Source: an optimization exercise on an open RTL-to-GDS flow (aim: a short achievable clock period and few clock cycles). Production flows keep margins and buffers that such runs may drop.
Only simulation tests tie the RTL to the original design; equivalence was not proved.
Power and IR drop assume default switching activity.

--- flow/config.mk ---
export PLATFORM = sky130hd
export DESIGN_NAME = cpu
export DESIGN_NICKNAME = cpu
export VERILOG_FILES = /design/flow/design.v
export SDC_FILE = /design/flow/constraint.sdc
export NUM_CORES = 4
export LEC_CHECK = 0
export CAP_MARGIN = 20
export CORE_MARGIN = 2
export CORE_UTILIZATION = 45
export PLACE_DENSITY = 0.6
export SLEW_MARGIN = 20
export SYNTH_MEMORY_MAX_BITS = 8192
--- flow/constraint.sdc ---
create_clock -name core_clock -period 8.0 [get_ports {clk}]
set_input_delay 1.6000 -clock core_clock [delete_from_list [all_inputs] [get_ports {clk}]]
set_output_delay 1.6000 -clock core_clock [all_outputs]
set_load 0.01 [all_outputs]
--- flow/design.v ---
`default_nettype none
package cpu_pkg;
    localparam int data_w = 16;
    localparam int reg_w = 4;
    localparam int reg_cnt = 1 << reg_w;
    localparam int op_w = 4;
    localparam int cond_w = 3;
    localparam int imm_w = 8;
    localparam int off_w = 9;
    localparam int dmem_depth = 256;
    localparam int dmem_aw = $clog2(dmem_depth);
    localparam logic [data_w-1:0] pc_step = 16'd2;
    localparam logic [data_w-1:0] sat_max = 16'h7fff;
    localparam logic [data_w-1:0] sat_min = 16'h8000;
    localparam logic [op_w-1:0] op_add = 4'h0;
    localparam logic [op_w-1:0] op_sub = 4'h1;
    localparam logic [op_w-1:0] op_xor = 4'h2;
    localparam logic [op_w-1:0] op_sll = 4'h4;
    localparam logic [op_w-1:0] op_sra = 4'h5;
    localparam logic [op_w-1:0] op_ror = 4'h6;
    localparam logic [op_w-1:0] op_lw  = 4'h8;
    localparam logic [op_w-1:0] op_sw  = 4'h9;
    localparam logic [op_w-1:0] op_llb = 4'ha;
    localparam logic [op_w-1:0] op_lhb = 4'hb;
    localparam logic [op_w-1:0] op_b   = 4'hc;
    localparam logic [op_w-1:0] op_hlt = 4'hf;
    localparam logic [cond_w-1:0] cond_ne = 3'd0;
    localparam logic [cond_w-1:0] cond_eq = 3'd1;
    localparam logic [cond_w-1:0] cond_gt = 3'd2;
    localparam logic [cond_w-1:0] cond_lt = 3'd3;
    localparam logic [cond_w-1:0] cond_ge = 3'd4;
    localparam logic [cond_w-1:0] cond_le = 3'd5;
    localparam logic [cond_w-1:0] cond_ov = 3'd6;
    localparam logic [cond_w-1:0] cond_un = 3'd7;
    typedef union packed {
        struct packed {
            logic [op_w-1:0]  opcode;
            logic [reg_w-1:0] rd;
            logic [reg_w-1:0] rs;
            logic [reg_w-1:0] rt;
        } r;
        struct packed {
            logic [op_w-1:0]  opcode;
            logic [reg_w-1:0] rd;
            logic [imm_w-1:0] imm;
        } i;
        struct packed {
            logic [op_w-1:0]   opcode;
            logic [cond_w-1:0] cond;
            logic [off_w-1:0]  off;
        } b;
    } instr_u;
    typedef struct packed {
        logic z;
        logic v;
        logic n;
    } flags_t;
endpackage
`default_nettype wire
`default_nettype none
module cpu_decode (
    input  logic                       clk,
    input  logic                       rst_n,
    output logic [cpu_pkg::data_w-1:0] imem_addr,
    input  logic [cpu_pkg::data_w-1:0] imem_data,
    input  cpu_pkg::flags_t            flags_next,
    output logic                       s2_valid,
    output logic [10:0]                s2_op,
    output logic                       s2_wr,
    output logic [cpu_pkg::reg_w-1:0]  s2_rd,
    output logic [cpu_pkg::data_w-1:0] s2_a,
    output logic [cpu_pkg::data_w-1:0] s2_b,
    output logic                       s2_fwd_a,
    output logic                       s2_fwd_b,
    output logic [7:0]                 s2_imm,
    output logic [cpu_pkg::data_w-1:0] s2_zmask,
    input  logic                       rf_we,
    input  logic [cpu_pkg::reg_w-1:0]  rf_wa,
    input  logic [cpu_pkg::data_w-1:0] rf_wd
);
    localparam int data_w  = cpu_pkg::data_w;
    localparam int reg_w   = cpu_pkg::reg_w;
    localparam int reg_cnt = cpu_pkg::reg_cnt;
    logic [data_w-1:0] pc;
    logic              halted;
    logic [data_w-1:0] regs [reg_cnt];
    logic [3:0]        op;
    logic [reg_w-1:0]  rd;
    logic [reg_w-1:0]  rs;
    logic [reg_w-1:0]  rt;
    logic [10:0]       op1h;
    logic              writes;
    logic [reg_w-1:0]  a_idx;
    logic [reg_w-1:0]  b_idx;
    logic [data_w-1:0] a_val;
    logic [data_w-1:0] b_val;
    logic              cond_ok;
    logic              taken;
    logic [data_w-1:0] target;
    logic [data_w-1:0] zmask;
    assign op = imem_data[15:12];
    assign rd = imem_data[11:8];
    assign rs = imem_data[7:4];
    assign rt = imem_data[3:0];
    assign imem_addr = pc;
    always_comb begin
        op1h = '0;
        case (op)
            cpu_pkg::op_add: op1h[0]  = 1'b1;
            cpu_pkg::op_sub: op1h[1]  = 1'b1;
            cpu_pkg::op_xor: op1h[2]  = 1'b1;
            cpu_pkg::op_sll: op1h[3]  = 1'b1;
            cpu_pkg::op_sra: op1h[4]  = 1'b1;
            cpu_pkg::op_ror: op1h[5]  = 1'b1;
            cpu_pkg::op_lw:  op1h[6]  = 1'b1;
            cpu_pkg::op_sw:  op1h[7]  = 1'b1;
            cpu_pkg::op_llb: op1h[8]  = 1'b1;
            cpu_pkg::op_lhb: op1h[9]  = 1'b1;
            cpu_pkg::op_hlt: op1h[10] = 1'b1;
            default:         op1h     = '0;
        endcase
    end
    assign writes = (op1h[9:8] != '0) || (op1h[6:0] != '0);
    assign a_idx  = (op1h[9:8] != '0) ? rd : rs;
    assign b_idx  = op1h[7] ? rd : rt;
    assign a_val = regs[a_idx];
    assign b_val = regs[b_idx];
    always_comb begin
        if (op1h[3])      zmask = 16'hffff >> rt;
        else if (op1h[4]) zmask = 16'hffff << rt;
        else              zmask = 16'hffff;
    end
    always_comb begin
        case (imem_data[11:9])
            cpu_pkg::cond_ne: cond_ok = !flags_next.z;
            cpu_pkg::cond_eq: cond_ok = flags_next.z;
            cpu_pkg::cond_gt: cond_ok = !flags_next.z && !flags_next.n;
            cpu_pkg::cond_lt: cond_ok = flags_next.n;
            cpu_pkg::cond_ge: cond_ok = !flags_next.n;
            cpu_pkg::cond_le: cond_ok = flags_next.z || flags_next.n;
            cpu_pkg::cond_ov: cond_ok = flags_next.v;
            default:          cond_ok = 1'b1;
        endcase
    end
    assign taken  = (op == cpu_pkg::op_b) && cond_ok;
    assign target = {pc[15:1] + {{6{imem_data[8]}}, imem_data[8:0]} + 15'd1, 1'b0};
    always_ff @(posedge clk or negedge rst_n) begin
        if (!rst_n) begin
            pc       <= '0;
            halted   <= 1'b0;
            s2_valid <= 1'b0;
            s2_op    <= '0;
            s2_wr    <= 1'b0;
            s2_fwd_a <= 1'b0;
            s2_fwd_b <= 1'b0;
        end else begin
            s2_valid <= !halted;
            s2_op    <= halted ? '0 : op1h;
            s2_wr    <= !halted && writes && (rd != '0);
            s2_fwd_a <= s2_wr && (s2_rd == a_idx) && (a_idx != '0);
            s2_fwd_b <= s2_wr && (s2_rd == b_idx) && (b_idx != '0);
            if (!halted) begin
                if (op == cpu_pkg::op_hlt) begin
                    halted <= 1'b1;
                end else if (taken) begin
                    pc <= target;
                end else begin
                    pc <= pc + cpu_pkg::pc_step;
                end
            end
        end
    end
    always_ff @(posedge clk) begin
        s2_rd    <= rd;
        s2_a     <= a_val;
        s2_b     <= b_val;
        s2_imm   <= imem_data[7:0];
        s2_zmask <= zmask;
    end
    assign regs[0] = '0;
    for (genvar i = 1; i < reg_cnt; i++) begin : g_rf
        always_ff @(posedge clk or negedge rst_n) begin
            if (!rst_n) begin
                regs[i] <= '0;
            end else if (rf_we && rf_wa == i) begin
                regs[i] <= rf_wd;
            end
        end
    end
endmodule
`default_nettype wire
`default_nettype none
module cpu_execute (
    input  logic                       clk,
    input  logic                       rst_n,
    input  logic                       s2_valid,
    input  logic [10:0]                s2_op,
    input  logic                       s2_wr,
    input  logic [cpu_pkg::reg_w-1:0]  s2_rd,
    input  logic [cpu_pkg::data_w-1:0] s2_a,
    input  logic [cpu_pkg::data_w-1:0] s2_b,
    input  logic                       s2_fwd_a,
    input  logic                       s2_fwd_b,
    input  logic [7:0]                 s2_imm,
    input  logic [cpu_pkg::data_w-1:0] s2_zmask,
    output cpu_pkg::flags_t            flags_next,
    output logic                       rf_we,
    output logic [cpu_pkg::reg_w-1:0]  rf_wa,
    output logic [cpu_pkg::data_w-1:0] rf_wd,
    output logic                       wb_en,
    output logic [cpu_pkg::reg_w-1:0]  wb_reg,
    output logic [cpu_pkg::data_w-1:0] wb_data,
    output logic                       hlt
);
    localparam int data_w = cpu_pkg::data_w;
    logic [data_w-1:0] a;
    logic [data_w-1:0] b;
    logic [data_w:0]   sum;
    logic [data_w:0]   dif;
    logic              add_ovf;
    logic              sub_ovf;
    logic [data_w-1:0] add_res;
    logic [data_w-1:0] sub_res;
    logic [3:0]        sh;
    logic [2*data_w-1:0] rot;
    logic [data_w-1:0] sra;
    logic [7:0]        ea;
    logic [data_w-1:0] ld;
    logic [data_w-1:0] res;
    logic              z_add;
    logic              z_eq;
    logic              z_sh;
    cpu_pkg::flags_t   flags;
    assign a = s2_fwd_a ? wb_data : s2_a;
    assign b = s2_fwd_b ? wb_data : s2_b;
    assign sum     = {a[data_w-1], a} + {b[data_w-1], b};
    assign dif     = {a[data_w-1], a} - {b[data_w-1], b};
    assign add_ovf = sum[data_w] ^ sum[data_w-1];
    assign sub_ovf = dif[data_w] ^ dif[data_w-1];
    assign add_res = add_ovf ? {sum[data_w], {(data_w-1){!sum[data_w]}}} : sum[data_w-1:0];
    assign sub_res = sub_ovf ? {dif[data_w], {(data_w-1){!dif[data_w]}}} : dif[data_w-1:0];
    assign sh  = s2_imm[3:0];
    assign rot = {a, a} >> sh;
    assign sra = $signed(a) >>> sh;
    assign ea = a[8:1] + {{4{s2_imm[3]}}, s2_imm[3:0]};
    always_comb begin
        res = '0;
        if (s2_op[0]) res = res | add_res;
        if (s2_op[1]) res = res | sub_res;
        if (s2_op[2]) res = res | (a ^ b);
        if (s2_op[3]) res = res | (a << sh);
        if (s2_op[4]) res = res | sra;
        if (s2_op[5]) res = res | rot[data_w-1:0];
        if (s2_op[6]) res = res | ld;
        if (s2_op[8]) res = res | {a[15:8], s2_imm};
        if (s2_op[9]) res = res | {s2_imm, a[7:0]};
    end
    assign z_add = ((a ^ b) == {a[data_w-2:0] | b[data_w-2:0], 1'b0})
                && !(a == 16'h8000 && b == 16'h8000);
    assign z_eq  = (a == b);
    assign z_sh  = ((a & s2_zmask) == '0);
    always_comb begin
        flags_next = flags;
        if (s2_op[0]) begin
            flags_next.z = z_add;
            flags_next.v = add_ovf;
            flags_next.n = sum[data_w];
        end
        if (s2_op[1]) begin
            flags_next.z = z_eq;
            flags_next.v = sub_ovf;
            flags_next.n = dif[data_w];
        end
        if (s2_op[2]) flags_next.z = z_eq;
        if (s2_op[5:3] != '0) flags_next.z = z_sh;
    end
    always_ff @(posedge clk or negedge rst_n) begin
        if (!rst_n) begin
            flags <= '0;
        end else begin
            flags <= flags_next;
        end
    end
    cpu_result u_dmem (
        .clk  (clk),
        .we   (s2_op[7]),
        .addr (ea),
        .wd   (b),
        .rd   (ld)
    );
    assign rf_we = s2_wr;
    assign rf_wa = s2_rd;
    assign rf_wd = res;
    always_ff @(posedge clk or negedge rst_n) begin
        if (!rst_n) begin
            wb_en <= 1'b0;
            hlt   <= 1'b0;
        end else begin
            wb_en <= s2_wr;
            if (s2_op[10]) begin
                hlt <= 1'b1;
            end
        end
    end
    always_ff @(posedge clk) begin
        wb_reg  <= s2_rd;
        wb_data <= res;
    end
endmodule
`default_nettype wire
`default_nettype none
module cpu_result (
    input  logic                       clk,
    input  logic                       we,
    input  logic [cpu_pkg::dmem_aw-1:0] addr,
    input  logic [cpu_pkg::data_w-1:0] wd,
    output logic [cpu_pkg::data_w-1:0] rd
);
    localparam int data_w     = cpu_pkg::data_w;
    localparam int dmem_depth = cpu_pkg::dmem_depth;
    logic [data_w-1:0] mem [dmem_depth];
    always_ff @(posedge clk) begin
        if (we) begin
            mem[addr] <= wd;
        end
    end
    assign rd = mem[addr];
endmodule
`default_nettype wire
`default_nettype none
module cpu (
    input  logic                       clk,
    input  logic                       rst_n,
    output logic [cpu_pkg::data_w-1:0] imem_addr,
    input  logic [cpu_pkg::data_w-1:0] imem_data,
    output logic                       hlt,
    output logic                       wb_en,
    output logic [cpu_pkg::reg_w-1:0]  wb_reg,
    output logic [cpu_pkg::data_w-1:0] wb_data
);
    localparam int data_w = cpu_pkg::data_w;
    localparam int reg_w  = cpu_pkg::reg_w;
    logic              s2_valid;
    logic [10:0]       s2_op;       
    logic              s2_wr;
    logic [reg_w-1:0]  s2_rd;
    logic [data_w-1:0] s2_a;
    logic [data_w-1:0] s2_b;
    logic              s2_fwd_a;
    logic              s2_fwd_b;
    logic [7:0]        s2_imm;
    logic [data_w-1:0] s2_zmask;
    cpu_pkg::flags_t   flags_next;
    logic              rf_we;
    logic [reg_w-1:0]  rf_wa;
    logic [data_w-1:0] rf_wd;
    cpu_decode u_decode (
        .clk        (clk),
        .rst_n      (rst_n),
        .imem_addr  (imem_addr),
        .imem_data  (imem_data),
        .flags_next (flags_next),
        .s2_valid   (s2_valid),
        .s2_op      (s2_op),
        .s2_wr      (s2_wr),
        .s2_rd      (s2_rd),
        .s2_a       (s2_a),
        .s2_b       (s2_b),
        .s2_fwd_a   (s2_fwd_a),
        .s2_fwd_b   (s2_fwd_b),
        .s2_imm     (s2_imm),
        .s2_zmask   (s2_zmask),
        .rf_we      (rf_we),
        .rf_wa      (rf_wa),
        .rf_wd      (rf_wd)
    );
    cpu_execute u_execute (
        .clk        (clk),
        .rst_n      (rst_n),
        .s2_valid   (s2_valid),
        .s2_op      (s2_op),
        .s2_wr      (s2_wr),
        .s2_rd      (s2_rd),
        .s2_a       (s2_a),
        .s2_b       (s2_b),
        .s2_fwd_a   (s2_fwd_a),
        .s2_fwd_b   (s2_fwd_b),
        .s2_imm     (s2_imm),
        .s2_zmask   (s2_zmask),
        .flags_next (flags_next),
        .rf_we      (rf_we),
        .rf_wa      (rf_wa),
        .rf_wd      (rf_wd),
        .wb_en      (wb_en),
        .wb_reg     (wb_reg),
        .wb_data    (wb_data),
        .hlt        (hlt)
    );
endmodule
`default_nettype wire
--- flow/run.sh ---
#!/bin/bash
# synth_recipe.tcl (not shown) runs the flow's synth.tcl, then flattens the netlist and writes it again
# the make line also repeats each setting of config.mk as NAME=value (left out here)
make -C /OpenROAD-flow-scripts/flow DESIGN_CONFIG=/design/flow/config.mk WORK_HOME=/design/flow/orfs CLKGATE_MAP_FILE= SYNTH_SCRIPT=/design/flow/synth_recipe.tcl finish
==> results.py <==
metrics = {
    "run_status": {
        "run_status": "complete, no violations",
    },
    "detailed_routing": {
        "vias": 100800,
        "firstDrtPassIters": 12,
        "route.antenna.remaining_nets": 0,
        "wl_met3_um": 52660,
        "detailroute.wirelength.met2_um": 242500,
        "drt-wirelength-per-cell_um": 32.98,
        "route.detailed.drc": 0,
        "viasPerCell": 6.273,
        "drtIter0Drc": 14350,
        "routed.top_layer": "met5",
        "wirelength_um": 530100,
        "wl_met1_um": 213900,
    },
    "yosys": {
        "postSynthCellCount": 9993,
        "postSynthNetCount": 10080,
        "netlist_area_um2": 180400,
        "syn_area_per_cell_um2": 18.05,
        "ys_seq_area_share_pct": 72.88,
        "synth_top_flop_cell": "sky130_fd_sc_hd__edfxtp_1",
        "synth.lib_cells_used.distinct": 98,
        "yosys_warnings": 4,
        "synth_seq_cells": 4451,
        "number_of_enable_type_register_cells_in_the_synthesized_netlist": 4096,
        "synthArstFlopShare_pct": 6.178,
    },
    "worst_setup_path": {
        "reg2reg_depth": 15,
        "critPathCaptureType": "register",
        "cp.arrival_ns": 8.52,
        "critical_path_required_ns": 8.90,
        "worstSetupStartpointType": "register",
        "worst-setup-path-type": "register to register",
        "crit_fanout": 44,
    },
    "final_layout": {
        "multiInputGateArea_um2": 45620,
        "largest_reg_flops": 4096,
        "fin_area_um2": 204000,
        "layout.cells.most_common": "sky130_fd_sc_hd__edfxtp_1",
        "layout.nets": 10510,
        "layout.core_utilization_pct": 51.11,
        "layout_common_cells": "sky130_fd_sc_hd__edfxtp_1 (4,096), sky130_fd_sc_hd__nand2_1 (1,073), sky130_fd_sc_hd__mux4_2 (1,063), sky130_fd_sc_hd__nor2_1 (584), sky130_fd_sc_hd__buf_4 (503)",
        "registers.top_by_ff_count": "u_execute.u_dmem.mem",
        "area.sequential_um2": 131500,
        "final_layout_size_suffix_gt1_share_pct": 22.75,
        "reg_top3": "u_execute.u_dmem.mem (4096), u_decode.regs (240)",
        "area.growth.synth_to_final_pct": 13.09,
        "num-fill-cells": 31650,
        "finish.cell_count_without_fillers": 16070,
    },
    "pwr": {
        "p_leak_uw": 0.06720,
        "total_power_uw": 72680,
        "pwr_cell_area_nw_per_um2": 356.2,
        "power.ir.vdd_worst_mv": 0.4233,
    },
    "global_routing": {
        "grt_max_degree": 143,
        "number_of_antenna_violations_at_the_first_check_in_global_routing": 24,
        "grt_overflow_total": 0,
        "global_route.usage.total_pct": 25.72,
        "grt_pass1_vias": 99370,
        "grt_first_pass_wirelength_um": 750800,
    },
    "clock_tree": {
        "post_cts_sizing_count": 0,
        "cts_tree": "built",
        "clock-sinks": 4451,
        "clk_pin_slew_ns": 0.06,
        "clock_path_buffers": 4,
        "cts_post_setup_buffers_inserted": 0,
        "clock_latency_ns": 1.03,
        "cts_inserted_buffers": 446,
        "clock-root-buffer": "sky130_fd_sc_hd__clkbuf_16",
        "postCtsHoldBufs": 0,
        "htree_levels": 5,
    },
    "timing": {
        "fmax_ghz": 0.1313,
        "min_period_ns": 7.616,
        "timing.final.hold_violations": 0,
        "actual_slew_at_the_worst_max_slew_pin_ns": 1.268,
        "ratio_of_final_minimum_period_to_clock_period_pct": 95.19,
        "finalClockSkew_ns": 0.07728,
        "finalSetupViolCount": 0,
        "drv_slew": 0,
        "slew_headroom_pct": 14.55,
        "grt_setup_unrepaired": "false",
        "totalNegativeSetupSlack_ns": 0,
    },
    "min_path": {
        "worstHoldPathType": "register to register",
        "min_delay_path_depth": 1,
    },
    "die": {
        "die_height_um": 637.2,
        "initial_core_util_pct": 45.20,
        "top_level_pins": 56,
        "core_area_um2": 399100,
        "die_area_um2": 406000,
        "die_width_um": 637.2,
        "core.rowCount": 232,
    },
    "place": {
        "numPlacedInstances": 15230,
        "gpl.final_weighted_congestion": 0.8961,
        "detailed_place_hpwl_um": 318800,
        "dpl-instance-area_um2": 189400,
        "buffer_ports.inserted": 54,
    },
    "run": {
        "drv_cap": 0,
    },
}
final timing paths:
check,startpoint,end,slack [ns]
min in group asynchronous,rst_n,u_decode.s2_op[5]$_DFF_PN0_,0.59
max reg2reg,u_decode.s2_fwd_a$_DFF_PN0_,u_decode.regs[12][1]$_DFFE_PN0P_,0.38
max in group asynchronous,rst_n,u_decode.regs[9][5]$_DFFE_PN0P_,5.81
min reg2reg,u_decode.s2_op[10]$_DFF_PN0_,u_execute.hlt$_DFFE_PN0P_,0.43
max,u_decode.s2_fwd_a$_DFF_PN0_,u_decode.regs[12][1]$_DFFE_PN0P_,0.38
min,u_decode.s2_op[10]$_DFF_PN0_,u_execute.hlt$_DFFE_PN0P_,0.43
power breakdown:
group / internal (µW) / total (µW) / leakage (µW) / switching [µW]
clock: 11600 / 20500 / 0.00696 / 8930
combinational: 7730 / 23800 / 0.0187 / 16000
sequential: 27800 / 28400 / 0.0415 / 565
metrics by stage:
stage	hold slack (ns)	setup slack (ns)
after detailed placement	0.4226	0.8060
after global routing	0.4607	0.6138
after floorplan	0.3290	0.2984
after CTS	0.4358	0.7653
final	0.4341	0.3844
after global placement	0.4321	0.4433
cell usage after synthesis, drive strengths merged (17+ instances only):
| cell type | number | share of area [%] |
|---|---|---|
| clkbuf | 249 | 0.52 |
| a21oi | 353 | 1.0 |
| nor3 | 51 | 0.15 |
| and2 | 17 | 0.059 |
| a222oi | 41 | 0.23 |
| nand3 | 258 | 0.72 |
| a22oi | 137 | 0.57 |
| edfxtp | 4096 | 68 |
| buf | 390 | 1.5 |
| and3 | 158 | 0.55 |
| a31oi | 29 | 0.11 |
| dfrtp | 275 | 3.8 |
| o21ai | 96 | 0.27 |
| o211ai | 19 | 0.082 |
| nor4 | 23 | 0.095 |
| mux2i | 118 | 0.67 |
| nand2b | 24 | 0.083 |
| a21o | 19 | 0.079 |
| inv | 86 | 0.18 |
| nor2 | 661 | 1.4 |
| ha | 69 | 0.48 |
| nand4 | 44 | 0.15 |
| a311oi | 168 | 0.82 |
| a22o | 37 | 0.18 |
| xnor2 | 41 | 0.20 |
| nand2 | 1075 | 2.2 |
| a221oi | 40 | 0.19 |
| mux4 | 1066 | 13 |
| dfxtp | 80 | 0.89 |
| xor2 | 20 | 0.097 |
cell type report:
cell class / count / area share [%]
antenna: 11 / 0.01349
clock buffer: 575 / 5.811
clock inverter: 248 / 1.195
inverter: 89 / 0.2226
multi-input combinational: 4814 / 22.36
sequential: 4451 / 64.45
tap: 5265 / 3.229
timing repair buffer: 619 / 2.719
layer usage:
layer | vias to the layer above | global-route usage (%)
met3 | 937 | 5.357
met4 | 4 | 9.106
met5 | - | 0
met1 | 53160 | 37.00
li1 | 41060 | -
met2 | 5656 | 39.12
worst max-delay path, cell delays in order (launching register included):
cell                       delay, ns
sky130_fd_sc_hd__dfrtp_2        0.37
sky130_fd_sc_hd__buf_4          0.47
sky130_fd_sc_hd__mux2_2         0.51
sky130_fd_sc_hd__ha_1           0.58
sky130_fd_sc_hd__nor2_1         0.11
sky130_fd_sc_hd__o21bai_2       0.90
sky130_fd_sc_hd__and2_4         0.80
sky130_fd_sc_hd__buf_4          0.56
sky130_fd_sc_hd__nand2_1        0.22
sky130_fd_sc_hd__a32o_1         0.35
sky130_fd_sc_hd__o21ai_1        0.72
sky130_fd_sc_hd__nand4_1        0.83
sky130_fd_sc_hd__nand4_1        0.41
sky130_fd_sc_hd__nor3_2         0.06
sky130_fd_sc_hd__buf_4          0.24
sky130_fd_sc_hd__o21ai_0        0.20
cells by family after synthesis:
kind of cell	count (synthesis)	share of synthesized area (%)
other	1	0.002079
flip-flops	4451	72.88
multiplexers	1198	14.07
buffers and inverters	728	2.188
XOR/XNOR	61	0.2962
AO/OA/AOI/OAI	1099	4.304
adder cells (fa/ha/maj)	73	0.5230
AND/OR/NAND/NOR	2382	5.736
Testbench counts, summed over its fixed seeds: cycles 53,918.

re-timing with driven ports:
Ports are ideal in the flow. The routed layout listed here was re-timed in OpenROAD. Step 1 sets driving cells, clkbuf_16 on the clock port and buf_2 on the other inputs (assumed; they add their load-dependent delay and slew). Step 2 adds t to the input delays and takes it off the output delays; t is the mean of the earliest and latest rising clock arrival at the registers after step 1. Input paths then give back, and output paths get back, about the clock's delay inside the block. a / b / c = no drivers / after step 1 / after step 2; a / b = the first two.
shift t [ns]: 1.099
setup WS [ns]: 0.384 / 0.384 / 0.384
hold slack, ns: 0.434 / 0.434 / 0.434
slew at the worst register clock pin (ns): 0.07 / 0.07
worst slew at a driven data input, ns: 0.05
After both steps this run still meets setup and hold. For this run, drivers alone change the setup slack by 0.000 ns; drivers and shift together by 0.000 ns.
